What follows belongs to an exercise in optimizing a design on an open flow for a short achievable clock period and few clock cycles per item; a production flow would make more cautious choices.
The RTL was checked by simulation tests, not by an equivalence proof against the original design.
No activity file was given, so power comes from the tool's default toggle rates.

Design tx_core, start of the top module:
module tx_core (
	input wire logic clock,
	input wire logic arst_n_i,
	input wire logic reg_wr_en_i,
	input tx_pkg::reg_addr_t reg_addr_i,
	input tx_pkg::word_t reg_wr_data_i,
	output tx_pkg::word_t reg_rd_data_o,
	output logic mem_rd_en_o,
	output tx_pkg::addr_t mem_addr_o,
	input tx_pkg::word_t mem_rd_data_i,
	input wire logic meta_rd_en_i,
	output tx_pkg::len_t meta_data_o,
	output logic meta_empty_o,
	input wire logic data_rd_en_i,
	output tx_pkg::word_t data_o,
	output logic data_empty_o,
	input wire logic csum_rd_en_i,
	output tx_pkg::csum_t csum_o,
	output logic csum_empty_o,
	output logic channel_irq_o
);
Size: roughly 2000 cells after synthesis, roughly 200 I/O pins.
Settings: LEC_CHECK=0, CAP_MARGIN=0, CORE_MARGIN=2, CORE_UTILIZATION=60, SETUP_SLACK_MARGIN=5, SLEW_MARGIN=0, SYNTH_HIERARCHICAL=1, SYNTH_MINIMUM_KEEP_SIZE=0, TNS_END_PERCENT=100; clock period 9.0 ns.
standard.sh (not shown) runs the stock make flow with config.mk's settings and CLKGATE_MAP_FILE= SYNTH_SCRIPT=/design/flow/synth_recipe.tcl, a recipe that flattens the netlist after the stock synthesis.
==> flow/flow/run.sh <==
#!/bin/bash
# The standard layout, with the register read port's pins placed as one group
set -uo pipefail
here=$(pwd)
bash standard.sh PRE_IO_PLACEMENT_TCL="$here/flow/pre_io.tcl" SETUP_MOVE_SEQUENCE=unbuffer,sizeup,swap > "$here/standard.log" 2>&1
status=$?
tail -5 "$here/standard.log"
exit $status
==> flow/flow/pre_io.tcl <==
# Keep the register read port together: the address pins in the middle
# of the read data pins, so the read mux sits in one small area
set_io_pin_constraint -group -order -pin_names {reg_rd_data_o[0] reg_rd_data_o[1] reg_rd_data_o[2] reg_rd_data_o[3] reg_rd_data_o[4] reg_rd_data_o[5] reg_rd_data_o[6] reg_rd_data_o[7] reg_rd_data_o[8] reg_rd_data_o[9] reg_rd_data_o[10] reg_rd_data_o[11] reg_rd_data_o[12] reg_rd_data_o[13] reg_rd_data_o[14] reg_rd_data_o[15] reg_addr_i[0] reg_addr_i[1] reg_addr_i[2] reg_addr_i[3] reg_rd_data_o[16] reg_rd_data_o[17] reg_rd_data_o[18] reg_rd_data_o[19] reg_rd_data_o[20] reg_rd_data_o[21] reg_rd_data_o[22] reg_rd_data_o[23] reg_rd_data_o[24] reg_rd_data_o[25] reg_rd_data_o[26] reg_rd_data_o[27] reg_rd_data_o[28] reg_rd_data_o[29] reg_rd_data_o[30] reg_rd_data_o[31]}
Testbench counts at the start, summed over its fixed seeds: cycles 12,358, frames 1,200.
Next try:
==> flow/flow/run.sh (replaced) <==
#!/bin/bash
# The standard layout, with the register read port's pins placed as one group
set -uo pipefail
here=$(pwd)
bash standard.sh PRE_IO_PLACEMENT_TCL="$here/flow/pre_io.tcl" > "$here/standard.log" 2>&1
status=$?
tail -5 "$here/standard.log"
exit $status
CAP_MARGIN = 20   (was 0)
CORE_UTILIZATION = 75   (was 60)
SLEW_MARGIN = 20   (was 0)
Worst setup slack is worse by 0.036 ns.
Wire length rose by 16%.
Sequential power rose by about 2%.
Next try:
==> flow/flow/run.sh (replaced) <==
#!/bin/bash
# The standard layout, with the register read port's pins placed as one group
set -uo pipefail
here=$(pwd)
bash standard.sh PRE_IO_PLACEMENT_TCL="$here/flow/pre_io.tcl" SETUP_MOVE_SEQUENCE=unbuffer,sizeup,swap > "$here/standard.log" 2>&1
status=$?
tail -5 "$here/standard.log"
exit $status
CORE_UTILIZATION = 60   (was 75)
Outcome: The changed run completed with no timing, DRC or antenna violations. Setup slack gains 0.032 ns. Routed wire length came out lower by about 14%. Design area stays flat. Clock-buffer cell count decreases by 5. Non-clock buffer count drops by 33. Sequential share of layout area rose by 0.15 points. Fmax climbs by 0.71%. Sequential power fell by about 2%. Global-route usage fell by 9.1 points. Clock power increases by about 5%.
Next try:
==> flow/flow/run.sh (replaced) <==
#!/bin/bash
# The standard layout, with the register read port's pins placed as one group
set -uo pipefail
here=$(pwd)
bash standard.sh PRE_IO_PLACEMENT_TCL="$here/flow/pre_io.tcl" > "$here/standard.log" 2>&1
status=$?
tail -5 "$here/standard.log"
exit $status
The new run finished clean.
Power hardly moves.
Hold slack stays flat.
Clock-buffer cell count does not change.
Core utilization rises by 0.71 points.
Worst setup slack improved by 0.042 ns.
Clock power barely changes.
Fmax rises by 0.95%.
Sequential cell count stays the same.
Final cell count rises by 0.95%.
Area after synthesis is unchanged.
Routed wire length rises by 2.3%.

what the ideal ports hide:
How much do the figures lean on ideal ports? The routed layouts below were timed once more, with nothing changed but the port constraints. Step 1, drivers: a clkbuf_16 drives clock and a buf_2 each remaining input, both assumed. Step 2, shift: input delay + t, output delay - t, t = (earliest + latest rising clock arrival at the registers) / 2. This alone moves slack from input paths to output paths. a / b / c = ideal / step 1 / step 2; a / b = the first two.
| run | shift t [ns] | setup slack, ns | worst slew at a driven data input, ns |
|---|---|---|---|
| the first run | 0.668 | 4.577 / 4.489 / 4.489 | 0.10 |
| the second run | 0.667 | 4.541 / 4.347 / 4.339 | 0.25 |
| the third run | 0.663 | 4.573 / 4.483 / 4.483 | 0.10 |
| the fourth run | 0.663 | 4.615 / 4.479 / 4.479 | 0.28 |
After both steps every run listed still meets setup and hold. For the second run, which loses most, drivers alone change the setup slack by -0.194 ns; drivers and shift together by -0.202 ns.
